Source: an optimization exercise on an open RTL-to-GDS flow (aim: small area). Production flows keep margins and buffers that such runs may drop. The RTL was checked by simulation tests, not by an equivalence proof against the original design. No activity file was given, so power comes from the tool's default toggle rates.

==> flow/design.v <==
package regfile_pkg;
  localparam int DATA_W = 32;
  localparam int ADDR_W = 5;
  localparam int NREGS  = 32;
  localparam logic [ADDR_W-1:0] REG_ZERO = 5'd0;
  typedef logic [ADDR_W-1:0] reg_addr_t;
  typedef logic [DATA_W-1:0] reg_data_t;
endpackage
module rf_ld_sel (
  input  logic d,
  input  logic en,
  input  logic q,
  input  logic en_n,
  output logic y
);
  assign y = (en & d) | (en_n & q);
endmodule
module rf_aoi222 (
  input  logic a0, s0,
  input  logic a1, s1,
  input  logic a2, s2,
  output logic y_n
);
  assign y_n = !((a0 & s0) | (a1 & s1) | (a2 & s2));
endmodule
module rf_nor2 (
  input  logic a, b,
  output logic y
);
  assign y = !(a | b);
endmodule
module rf_nand2 (
  input  logic a, b,
  output logic y_n
);
  assign y_n = !(a & b);
endmodule
module rf_nand4 (
  input  logic a, b, c, d,
  output logic y
);
  assign y = !(a & b & c & d);
endmodule
module rf_nand3 (
  input  logic a, b, c,
  output logic y
);
  assign y = !(a & b & c);
endmodule
module rf_or3 (
  input  logic a, b, c,
  output logic y
);
  assign y = a | b | c;
endmodule
module register_file_read_port
#(
  parameter int DATA_W = regfile_pkg::DATA_W,
  parameter int ADDR_W = regfile_pkg::ADDR_W,
  parameter int NREGS  = regfile_pkg::NREGS
) (
  input  logic [NREGS*DATA_W-1:0] i_regs,
  input  logic [ADDR_W-1:0] i_addr,
  output logic [DATA_W-1:0] o_data
);
  logic [3:0] w_lo_n;
  logic [7:0] w_hi_n;
  for (genvar k = 0; k < 4; k++) begin : g_lo
    assign w_lo_n[k] = (i_addr[1:0] != 2'(k));
  end
  for (genvar j = 0; j < 8; j++) begin : g_hi
    assign w_hi_n[j] = (i_addr[4:2] != 3'(j));
  end
  logic [NREGS-1:0] w_sel [2];
  for (genvar c = 0; c < 2; c++) begin : g_cpy
    assign w_sel[c][0] = 1'b0;
    for (genvar i = 1; i < NREGS; i++) begin : g_sel
      rf_nor2 u_sel (.a (w_hi_n[i / 4]), .b (w_lo_n[i % 4]), .y (w_sel[c][i]));
    end
  end
  for (genvar b = 0; b < DATA_W; b++) begin : g_bit
    localparam int C = (b < DATA_W / 2) ? 0 : 1;
    logic [10:0] w_t;
    logic [2:0]  w_u;
    for (genvar g = 0; g < 10; g++) begin : g_grp
      rf_aoi222 u_aoi (
        .a0  (i_regs[(3*g+1)*DATA_W + b]), .s0 (w_sel[C][3*g+1]),
        .a1  (i_regs[(3*g+2)*DATA_W + b]), .s1 (w_sel[C][3*g+2]),
        .a2  (i_regs[(3*g+3)*DATA_W + b]), .s2 (w_sel[C][3*g+3]),
        .y_n (w_t[g])
      );
    end
    rf_nand2 u_last (.a (i_regs[31*DATA_W + b]), .b (w_sel[C][31]), .y_n (w_t[10]));
    rf_nand4 u_n0 (.a (w_t[0]), .b (w_t[1]), .c (w_t[2]), .d (w_t[3]),  .y (w_u[0]));
    rf_nand4 u_n1 (.a (w_t[4]), .b (w_t[5]), .c (w_t[6]), .d (w_t[7]),  .y (w_u[1]));
    rf_nand3 u_n2 (.a (w_t[8]), .b (w_t[9]), .c (w_t[10]),              .y (w_u[2]));
    rf_or3   u_o  (.a (w_u[0]), .b (w_u[1]), .c (w_u[2]), .y (o_data[b]));
  end
endmodule
module register_file
#(
  parameter int DATA_W = regfile_pkg::DATA_W,
  parameter int ADDR_W = regfile_pkg::ADDR_W,
  parameter int NREGS  = regfile_pkg::NREGS
) (
  input  logic              clk,
  input  logic              rst,
  input  logic              we,
  input  logic [ADDR_W-1:0] rs,
  input  logic [ADDR_W-1:0] rt,
  input  logic [ADDR_W-1:0] rd,
  input  logic [DATA_W-1:0] dataIn,
  output logic [DATA_W-1:0] A,
  output logic [DATA_W-1:0] B
);
  logic [(NREGS-1)*DATA_W-1:0] r_regs;
  logic [NREGS*DATA_W-1:0]     w_regs;
  assign w_regs = {r_regs, {DATA_W{1'b0}}};
  for (genvar i = 1; i < NREGS; i++) begin : g_reg
    logic              w_hit;
    logic              w_hit_n;
    logic [1:0]        w_ld;
    logic [1:0]        w_ld_n;
    logic [DATA_W-1:0] w_next;
    assign w_hit   = we && (rd == ADDR_W'(i));
    assign w_hit_n = !w_hit;
    for (genvar c = 0; c < 2; c++) begin : g_cpy
      rf_nor2 u_ld   (.a (w_hit_n), .b (rst), .y (w_ld[c]));
      rf_nor2 u_ld_n (.a (w_hit),   .b (rst), .y (w_ld_n[c]));
    end
    for (genvar b = 0; b < DATA_W; b++) begin : g_bit
      rf_ld_sel u_sel (
        .d    (dataIn[b]),
        .en   (w_ld[b / (DATA_W / 2)]),
        .q    (r_regs[(i-1)*DATA_W + b]),
        .en_n (w_ld_n[b / (DATA_W / 2)]),
        .y    (w_next[b])
      );
    end
    always_ff @(posedge clk) begin
      r_regs[(i-1)*DATA_W +: DATA_W] <= w_next;
    end
  end
  register_file_read_port #(
    .DATA_W (DATA_W),
    .ADDR_W (ADDR_W),
    .NREGS  (NREGS)
  ) u_port_a (
    .i_regs (w_regs),
    .i_addr (rs),
    .o_data (A)
  );
  register_file_read_port #(
    .DATA_W (DATA_W),
    .ADDR_W (ADDR_W),
    .NREGS  (NREGS)
  ) u_port_b (
    .i_regs (w_regs),
    .i_addr (rt),
    .o_data (B)
  );
endmodule
==> flow/flow/run.sh <==
#!/bin/bash
# Layout flow: the standard synthesis unchanged, then the standard ORFS
# layout with these changes:
#  - ports buffered with buf_1 instead of clkdlybuf4s50_1;
#  - design repair after placement may not use buffers larger than buf_2
#    (flow/ban.tcl; it picked buf_12/buf_16 for the fanout-32 nets);
#  - clock tree synthesis without dummy loads, with larger sink clusters.
# Each step's output goes to its own log here.
set -e
bash standard.sh synth > synth.log 2>&1
export BUFFER_PORTS_ARGS="-buffer_cell sky130_fd_sc_hd__buf_1"
export PRE_RESIZE_TCL="$PWD/flow/ban.tcl"
export CTS_ARGS="-sink_clustering_enable -repair_clock_nets -dont_use_dummy_load -sink_clustering_size 30 -sink_clustering_max_diameter 80"
bash standard.sh finish > layout.log 2>&1
==> flow/flow/ban.tcl <==
# Sourced before design repair (PRE_RESIZE_TCL): keep repair_design from
# buffering the fanout-32 nets with large buffers.
foreach c {buf_4 buf_6 buf_8 buf_12 buf_16 bufbuf_8 bufbuf_16 clkbuf_4 clkbuf_8 clkbuf_16
           clkdlybuf4s15_1 clkdlybuf4s15_2 clkdlybuf4s18_1 clkdlybuf4s18_2 clkdlybuf4s25_1
           clkdlybuf4s25_2 clkdlybuf4s50_1 clkdlybuf4s50_2 dlygate4sd1_1 dlygate4sd2_1
           dlygate4sd3_1 dlymetal6s2s_1 dlymetal6s4s_1 dlymetal6s6s_1} {
  set_dont_use [get_lib_cells sky130_fd_sc_hd__$c]
}
puts "ban.tcl: large buffers set dont_use for design repair"
==> flow/standard.sh <==
#!/bin/bash
# synth_recipe.tcl (not shown) runs the flow's synth.tcl, then flattens the netlist and writes it again
# the make line also repeats each setting of config.mk as NAME=value (left out here)
make -C /OpenROAD-flow-scripts/flow DESIGN_CONFIG=/design/flow/config.mk WORK_HOME=/design/flow/orfs CLKGATE_MAP_FILE= SYNTH_SCRIPT=/design/flow/synth_recipe.tcl "${@:-finish}"
==> flow/config.mk <==
export PLATFORM = sky130hd
export DESIGN_NAME = register_file
export DESIGN_NICKNAME = register_file
export VERILOG_FILES = /design/flow/design.v
export SDC_FILE = /design/flow/constraint.sdc
export NUM_CORES = 4
export LEC_CHECK = 0
export CAP_MARGIN = 0
export CORE_MARGIN = 2
export CORE_UTILIZATION = 50
export GPL_TIMING_DRIVEN = 0
export SLEW_MARGIN = 0
export SYNTH_HIERARCHICAL = 1
export SYNTH_MINIMUM_KEEP_SIZE = 0
==> flow/constraint.sdc <==
create_clock -name core_clock -period 6.0 [get_ports {clk}]
set_input_delay 1.2000 -clock core_clock [delete_from_list [all_inputs] [get_ports {clk}]]
set_output_delay 1.2000 -clock core_clock [all_outputs]
set_load 0.01 [all_outputs]
==> flow_summary.yaml, run 1 <==
grt:
  grt_antenna_before_repair: 11
  grt_max_degree: 63
  overflow: 0
  grt_usage_pct: 36.3
  grt_pass1_vias: 33500
  grt_first_pass_wirelength_um: 222000
routing:
  routedWlPerCell_um: 33.8
  antenna_left: 0
  drc: 0
  num_vias: 36900
  detail_route.wirelength_um: 153000
  via_per_inst: 8.15
  highest_layer: "met5"
  drtIter0Drc: 8281
  wl_met1_um: 63700
  dr_wl_met3_um: 22700
  wl_met2_um: 63700
  drtPass1Iterations: 14
floorplan:
  dieArea_um2: 78900
  ios: 114
  rows: 101
  die-height_um: 281
  die_x_um: 281
  core_region_area_um2: 75900
  start_util_pct: 50.5
job:
  max-cap-violations: 6
logic_synthesis:
  yosysWarnings: 10
  syn-num-nets: 3366
  synth.cell_area_um2: 38300
  syn-instance-count: 3316
  synth.avg_cell_area_um2: 11.6
sta:
  setup_slack_ns: -0.209
  relSlewSlack_pct: -5.77
  setup_viol: 10
  min_period_ns: 6.21
  hold_ws_ns: 0.500
  fmax_mhz: 161
  final.setup.tns_ns: -0.994
  period_share_pct: 103
  tightest_slew_ns: 1.58
  rsz0062_at_grt: "false"
  clock_skew_ns: 0
  hold_viol: 0
  maxSlewViolCount: 34
worst_setup_path:
  worst-path-stages: 7
  critPathArrivalTime_ns: 5.01
  rr_startpoint: "r_regs[52]"
  r2r_cells: 1
  worstPathCellList: "buf_1, nand2b_1, nor2_1, a222oi_1, nand4_1, or3_1, buf_1"
  rrSetupSlack_ns: 5.35
  crit_family: "simple AND/OR/NAND/NOR gates"
  crit_slowest_cell: "nand2b_1"
  cp-startpoint: "rt[0]"
  critPathMaxFanout: 16
  endpoint_kind: "output port"
  cp-start-kind: "input port"
  critPathMaxStageDelay_ns: 1.02
  worst_ep_required_time_ns: 4.80
  setup.worst_path.class: "input port to output port"
  r2r-end: "r_regs[52]"
  crit_top_cell: "buf_1"
  setup.worst_path.end: "B[18]"
  crit_buf_inv: 2
cts:
  clock_sinks: 992
  postCtsSetupBuffers: 0
  cts_root_buffer: "clkbuf_16"
  ctsHoldBuffers: 0
  cts_tree: "yes"
  path_clk_slew_ns: 0.06
  numCtsBuffers: 46
  cts_buffer_depth: 3
  clk-insertion-delay-late_ns: 0.62
  cts_max_level: 2
  cts_resized: 0
final_layout:
  fillers: 6503
  utilization_pct: 54.6
  top_regs: "r_regs x992"
  largest_register: "r_regs"
  multi_input_area_um2: 18500
  largest_register_ffs: 992
  drive_above_1_share_pct: 3.72
  seq_area_um2: 19900
  syn2layout_area_growth_pct: 8.10
  finalNetCount: 3546
pwr:
  total_power_w: 0.0107
  peakVddDrop_mv: 0.224
  power_leakage_nw: 14.6
  powerDensity_nw_per_um2: 259
place:
  hpwl_um: 104000
  gp_congestion: 1.02
  io_buffers: 113
  place_ws_ns: 0.150
hold_path:
  hp-class: "register to register"
outcome:
  check.faults: "max-capacitance violations, max-slew violations, negative setup slack"
  status: "complete, but fails checks"
[worst min path at each step]
stage	startpoint	to	slack [ns]	depth (start not counted)
floorplan	r_regs[0]	r_regs[0]	0.46	1
global placement	r_regs[296]	r_regs[296]	0.47	1
detailed placement	r_regs[502]	r_regs[502]	0.48	1
CTS	r_regs[591]	r_regs[591]	0.50	1
global route	r_regs[862]	r_regs[862]	0.52	1
finish	r_regs[586]	r_regs[586]	0.50	1
[metal layers]
layer / global-route usage (%) / vias up
li1: - / 15400
met2: 51.7 / 2771
met5: 0 / -
met3: 11.8 / 214
met4: 6.69 / 2
met1: 53.6 / 18500
[cells in the final DEF (no fill, tap or decap), types with 6 or more instances in the layout]
cell type  count
a22o_1       992
dfxtp_1      992
a222oi_1     640
nor2_1       254
nand4_1      129
nand2_1       91
buf_1         81
nand3_1       74
or3_1         66
clkbuf_16     46
buf_2         23
clkbuf_2      21
nor2_2        20
buf_4         11
nor3_1         7
nand3b_1       6
or3b_1         6
[power breakdown]
part           internal, W  total (W)  switching, W
sequential         0.00663    0.00667     0.0000398
clock              0.00138    0.00348       0.00210
combinational    0.0000905   0.000586      0.000496
total              0.00810     0.0107       0.00264
[through the flow]
step / instances / area (um^2)
6_report: 4528 / 41400
5_1_grt: 4524 / 41400
4_1_cts: 4511 / 41300
3_5_place_dp: 4465 / 40100
3_3_place_gp: 4459 / 40100
2_1_floorplan: 3316 / 38300
[final cells by class]
class	instances	area share [%]
Buffer	10	0.109
Tap cell	1030	3.11
Clock buffer	46	2.78
Antenna cell	4	0.0242
Multi-Input combinational cell	2314	44.6
Sequential cell	992	47.9
Timing Repair Buffer	132	1.45
==> run 2, diff against run 1 <==
==> flow/config.mk (replaced) <==
export PLATFORM = sky130hd
export DESIGN_NAME = register_file
export DESIGN_NICKNAME = register_file
export VERILOG_FILES = /design/flow/design.v
export SDC_FILE = /design/flow/constraint.sdc
export NUM_CORES = 4
export LEC_CHECK = 0
export CAP_MARGIN = 20
export CORE_MARGIN = 2
export CORE_UTILIZATION = 55
export GPL_TIMING_DRIVEN = 0
export SETUP_SLACK_MARGIN = 0.8
export SLEW_MARGIN = 20
export SYNTH_HIERARCHICAL = 1
export SYNTH_MINIMUM_KEEP_SIZE = 0
==> flow_summary.yaml, run 2 <==
hold_path:
  hp-class: "register to register"
cts:
  ctsHoldBuffers: 0
  cts_root_buffer: "clkbuf_16"
  path_clk_slew_ns: 0.07
  cts_buffer_depth: 3
  clock_sinks: 992
  cts_tree: "yes"
  cts_max_level: 2
  numCtsBuffers: 43
  clk-insertion-delay-late_ns: 0.62
worst_setup_path:
  crit_family: "simple AND/OR/NAND/NOR gates"
  cp-startpoint: "rt[1]"
  r2r_cells: 1
  critPathMaxFanout: 16
  endpoint_kind: "output port"
  crit_slowest_cell: "or3_1"
  r2r-end: "r_regs[16]"
  worstPathCellList: "buf_1, or2_4, nor2_2, a222oi_1, nand4_1, or3_1, buf_1"
  crit_top_cell: "buf_1"
  rrSetupSlack_ns: 5.35
  cp-start-kind: "input port"
  worst-path-stages: 7
  critPathMaxStageDelay_ns: 0.62
  critPathArrivalTime_ns: 4.14
  setup.worst_path.class: "input port to output port"
  rr_startpoint: "r_regs[16]"
  setup.worst_path.end: "B[2]"
  worst_ep_required_time_ns: 4.80
  crit_buf_inv: 2
grt:
  grt_max_degree: 34
  grt_pass1_vias: 33900
  grt_first_pass_wirelength_um: 220000
  grt_antenna_before_repair: 21
  grt_usage_pct: 39.6
  overflow: 0
sta:
  clock_skew_ns: 0
  rsz0062_at_grt: "true"
  period_share_pct: 89.0
  tightest_slew_ns: 1.04
  hold_ws_ns: 0.499
  min_period_ns: 5.34
  hold_viol: 0
  relSlewSlack_pct: 30.8
  setup_viol: 0
  maxSlewViolCount: 0
  fmax_mhz: 187
  final.setup.tns_ns: 0
final_layout:
  finalNetCount: 3575
  final_area_um2: 42200
  final_cells: 4457
  drive_above_1_share_pct: 11.1
  utilization_pct: 61.3
  top_regs: "r_regs x992"
  layout_common_cells: "a22o_1 (992), dfxtp_1 (992), a222oi_1 (640)"
  largest_register_ffs: 992
  syn2layout_area_growth_pct: 10.1
  largest_register: "r_regs"
routing:
  antenna_left: 0
  routedWlPerCell_um: 33.7
  via_per_inst: 8.39
  drtPass1Iterations: 13
  drtIter0Drc: 7716
  num_vias: 37400
  drc: 0
  detail_route.wirelength_um: 150000
pwr:
  p_int_w: 0.00804
  peakVddDrop_mv: 0.266
  combPwrFrac_pct: 6.0
  seq_power_share_pct: 62.5
  power_leakage_nw: 14.8
  power_switching_w: 0.00263
  powerDensity_nw_per_um2: 253
  switching_share_pct: 24.6
  power.share.clock_pct: 31.5
logic_synthesis:
  synth.avg_cell_area_um2: 11.6
  synth.cell_area_um2: 38300
  syn-num-nets: 3366
  yosysWarnings: 10
  syn-instance-count: 3316
floorplan:
  ios: 114
  rows: 96
  die-height_um: 268
  core_region_area_um2: 68800
  die_x_um: 268
  start_util_pct: 55.7
  dieArea_um2: 71800
place:
  hpwl_um: 102000
  place_area_um2: 40600
  placed_cells: 4374
  gp_congestion: 1.05
  io_buffers: 113
outcome:
  status: "no timing/DRC/antenna violations"
job:
  max-cap-violations: 0
==> run 2: routing by layer <==
layer  part of all wire (%)  wire length [um]  GRT usage [%]  up-vias
met3                     16             23700           13.3      293
met1                     39             59300           56.5    18600
met2                     42             63500           57.8     3054
met4                    2.3              3520           8.49       20
met5                   0.15               227           2.16        -
li1                       -                 -              -    15500
==> run 2: cell type report <==
class,instances,area [um^2]
fillers,5648,26600
flip-flops and latches,992,19900
multi-input cells,2314,19200
well taps,931,1160
clock buffers,43,1080
repair buffers,164,888
plain buffers,10,45.0
diodes,3,7.51
==> run 2: stage by stage <==
stage               worst slack [ns]  power, W
floorplan                       2.11   0.00704
global placement              -0.530   0.00734
detailed placement             0.333   0.00739
CTS                            0.797    0.0106
global route                   0.743    0.0109
finish                         0.658    0.0107
==> run 2: worst min path at each step <==
stage | slack [ns] | startpoint | depth (start not counted) | end
after floorplan | 0.46 | r_regs[0] | 1 | r_regs[0]
after global placement | 0.47 | r_regs[2] | 1 | r_regs[2]
after detailed placement | 0.48 | r_regs[397] | 1 | r_regs[397]
after CTS | 0.50 | r_regs[978] | 1 | r_regs[978]
after global routing | 0.52 | r_regs[818] | 1 | r_regs[818]
final | 0.50 | r_regs[818] | 1 | r_regs[818]
==> run 2: power groups by stage <==
stage	clock network (W)	logic [W]	registers [W]
after floorplan	0	0.000232	0.00681
after global placement	0	0.000529	0.00681
after detailed placement	0	0.000572	0.00682
after CTS	0.00337	0.000584	0.00667
after global routing	0.00359	0.000652	0.00668
final	0.00336	0.000640	0.00667
==> run 2: timing repair <==
action	CTS	global route
endpoints found under the setup margin	61	60
pin swaps	0	2
gates resized for setup	41	19
buffers inserted	6	30
cloned	0	0
==> run 3, diff against run 2 <==
==> flow/flow/run.sh (replaced) <==
#!/bin/bash
# Layout flow: the standard synthesis unchanged, then the standard ORFS
# layout with these changes:
#  - ports buffered with buf_2 instead of clkdlybuf4s50_1;
#  - design repair after placement may not use buffers larger than buf_2
#    (flow/ban.tcl; it picked buf_12/buf_16 for the fanout-32 nets);
#  - clock tree synthesis without dummy loads, with larger sink clusters.
# Each step's output goes to its own log here.
set -e
bash standard.sh synth > synth.log 2>&1
export BUFFER_PORTS_ARGS="-buffer_cell sky130_fd_sc_hd__buf_2"
export PRE_RESIZE_TCL="$PWD/flow/ban.tcl"
export CTS_ARGS="-sink_clustering_enable -repair_clock_nets -dont_use_dummy_load -sink_clustering_size 30 -sink_clustering_max_diameter 80"
bash standard.sh finish > layout.log 2>&1
--- a/flow/config.mk
+++ b/flow/config.mk
@@ -7,7 +7,7 @@
 export LEC_CHECK = 0
 export CAP_MARGIN = 20
 export CORE_MARGIN = 2
-export CORE_UTILIZATION = 55
+export CORE_UTILIZATION = 50
 export GPL_TIMING_DRIVEN = 0
 export SETUP_SLACK_MARGIN = 0.8
 export SLEW_MARGIN = 20
==> flow_summary.yaml, run 3 <==
outcome:
  status: "no timing/DRC/antenna violations"
logic_synthesis:
  yosysWarnings: 10
  syn-instance-count: 3316
  synth.cell_area_um2: 38300
  synth.avg_cell_area_um2: 11.6
  syn-num-nets: 3366
grt:
  grt_antenna_before_repair: 20
  grt_max_degree: 33
  overflow: 0
  grt_pass1_vias: 34200
  grt_usage_pct: 37.1
  grt_first_pass_wirelength_um: 226000
final_layout:
  largest_register: "r_regs"
  syn2layout_area_growth_pct: 10.1
  utilization_pct: 55.6
  largest_register_ffs: 992
  layout_common_cells: "a22o_1 (992), dfxtp_1 (992), a222oi_1 (640)"
  top_regs: "r_regs x992"
  finalNetCount: 3552
  drive_above_1_share_pct: 12.9
  fillers: 6406
floorplan:
  die_x_um: 281
  rows: 101
  start_util_pct: 50.5
  ios: 114
  dieArea_um2: 78900
  core_region_area_um2: 75900
  die-height_um: 281
pwr:
  power_leakage_nw: 15.0
  power_switching_w: 0.00268
  peakVddDrop_mv: 0.174
  p_int_w: 0.00812
  seq_power_share_pct: 61.8
  switching_share_pct: 24.8
  power.share.clock_pct: 32.3
  powerDensity_nw_per_um2: 256
  total_power_w: 0.0108
  combPwrFrac_pct: 5.9
routing:
  routedWlPerCell_um: 34.2
  num_vias: 37300
  via_per_inst: 8.23
  detail_route.wirelength_um: 155000
  drtPass1Iterations: 14
  drc: 0
  antenna_left: 0
  drtIter0Drc: 8441
worst_setup_path:
  cp-startpoint: "rt[1]"
  critPathMaxStageDelay_ns: 0.68
  setup.worst_path.class: "input port to output port"
  setup.worst_path.end: "B[22]"
  crit_family: "simple AND/OR/NAND/NOR gates"
  critPathArrivalTime_ns: 4.17
  worstPathCellList: "buf_2, nand2b_4, nor2_2, a222oi_1, nand4_1, or3_1, buf_2"
  critPathMaxFanout: 16
  endpoint_kind: "output port"
  cp-start-kind: "input port"
  crit_buf_inv: 2
  crit_slowest_cell: "a222oi_1"
  r2r-end: "r_regs[198]"
  worst_ep_required_time_ns: 4.80
  rr_startpoint: "r_regs[198]"
  worst-path-stages: 7
  rrSetupSlack_ns: 5.35
  r2r_cells: 1
  crit_top_cell: "buf_2"
cts:
  numCtsBuffers: 46
  cts_tree: "yes"
  path_clk_slew_ns: 0.08
  cts_root_buffer: "clkbuf_16"
  clk-insertion-delay-late_ns: 0.63
  cts_max_level: 2
  clock_sinks: 992
  cts_buffer_depth: 3
sta:
  clock_skew_ns: 0
  maxSlewViolCount: 0
  hold_viol: 0
  rsz0062_at_grt: "false"
  relSlewSlack_pct: 30.9
  period_share_pct: 89.4
  hold_ws_ns: 0.506
  min_period_ns: 5.37
  tightest_slew_ns: 1.04
  fmax_mhz: 186
  setup_viol: 0
  final.setup.tns_ns: 0
hold_path:
  min_path_cells: 1
  hp-class: "register to register"
place:
  gp_congestion: 1.03
  hpwl_um: 105000
  io_buffers: 113
job:
  max-cap-violations: 0
-- run 3: cell type report --
type | instances | area [um^2] | share of cell area, %
buffer | 10 | 45.0 | 0.107
clock buffer | 46 | 1150 | 2.73
multi-input combinational | 2314 | 19100 | 45.3
tap | 1030 | 1290 | 3.05
sequential | 992 | 19900 | 47.1
timing repair buffer | 138 | 738 | 1.75
antenna | 3 | 7.51 | 0.0178
-- run 3: metal layers --
layer,GRT usage [%],vias to the layer above,share of wire (%)
li1,-,15400,-
met1,53.7,18700,41
met2,53.7,2884,42
met3,11.8,260,15
met4,7.64,16,2.2
met5,1.31,-,0.17
-- run 3: per-stage QoR --
stage / worst slack [ns] / cell area (um^2) / cells
final: 0.633 / 42200 / 4533
after CTS: 0.809 / 42100 / 4524
after detailed placement: 0.689 / 40900 / 4475
after global routing: 0.827 / 42200 / 4532
after floorplan: 2.11 / 38300 / 3316
after global placement: 0.217 / 40200 / 4459
-- run 3: worst min path at each step --
stage          slack (ns)        start          end
4_1_cts              0.50  r_regs[986]  r_regs[986]
3_5_place_dp         0.48  r_regs[686]  r_regs[686]
6_report             0.51  r_regs[584]  r_regs[584]
5_1_grt              0.52  r_regs[986]  r_regs[986]
2_1_floorplan        0.46    r_regs[0]    r_regs[0]
3_3_place_gp         0.47  r_regs[797]  r_regs[797]
-- run 3: timing repair --
action,in CTS,in global routing
setup buffers,3,6
pin swaps,0,2
hold buffers,0,0
resized for setup,6,10
setup endpoints to repair,12,34
-- run 3: power groups by stage --
stage	Clock (W)	Combinational, W	Sequential [W]
6_report	0.00349	0.000632	0.00667
5_1_grt	0.00372	0.000646	0.00668
4_1_cts	0.00351	0.000592	0.00667
3_5_place_dp	0	0.000588	0.00682
3_3_place_gp	0	0.000543	0.00681
2_1_floorplan	0	0.000232	0.00681

## port drivers added, routing unchanged
In the flow no input, the clock included, has a driving cell. The finished layouts below were timed again as built, in two steps.
Step 1: set_driving_cell puts a clkbuf_16 on clk and a buf_2 on each other input, an assumption about the parent block.
Step 2 adds t to the input delays and takes it off the output delays; t is the mean of the earliest and latest rising clock arrival at the registers after step 1. Input paths then give back, and output paths get back, about the clock's delay inside the block.
Slacks: ideal / step 1 / step 2; pairs: ideal / step 1.
run | shift t [ns] | setup WS [ns] | worst setup path at the end
run 1 | 0.688 | -0.209 / -0.232 / -0.232 | input to output
run 2 | 0.682 | 0.658 / 0.632 / 0.632 | input to output
run 3 | 0.697 | 0.633 / 0.594 / 0.594 | input to output
The setup slack of run 3, which loses most, moves by -0.039 ns with the drivers and by -0.039 ns with both steps.
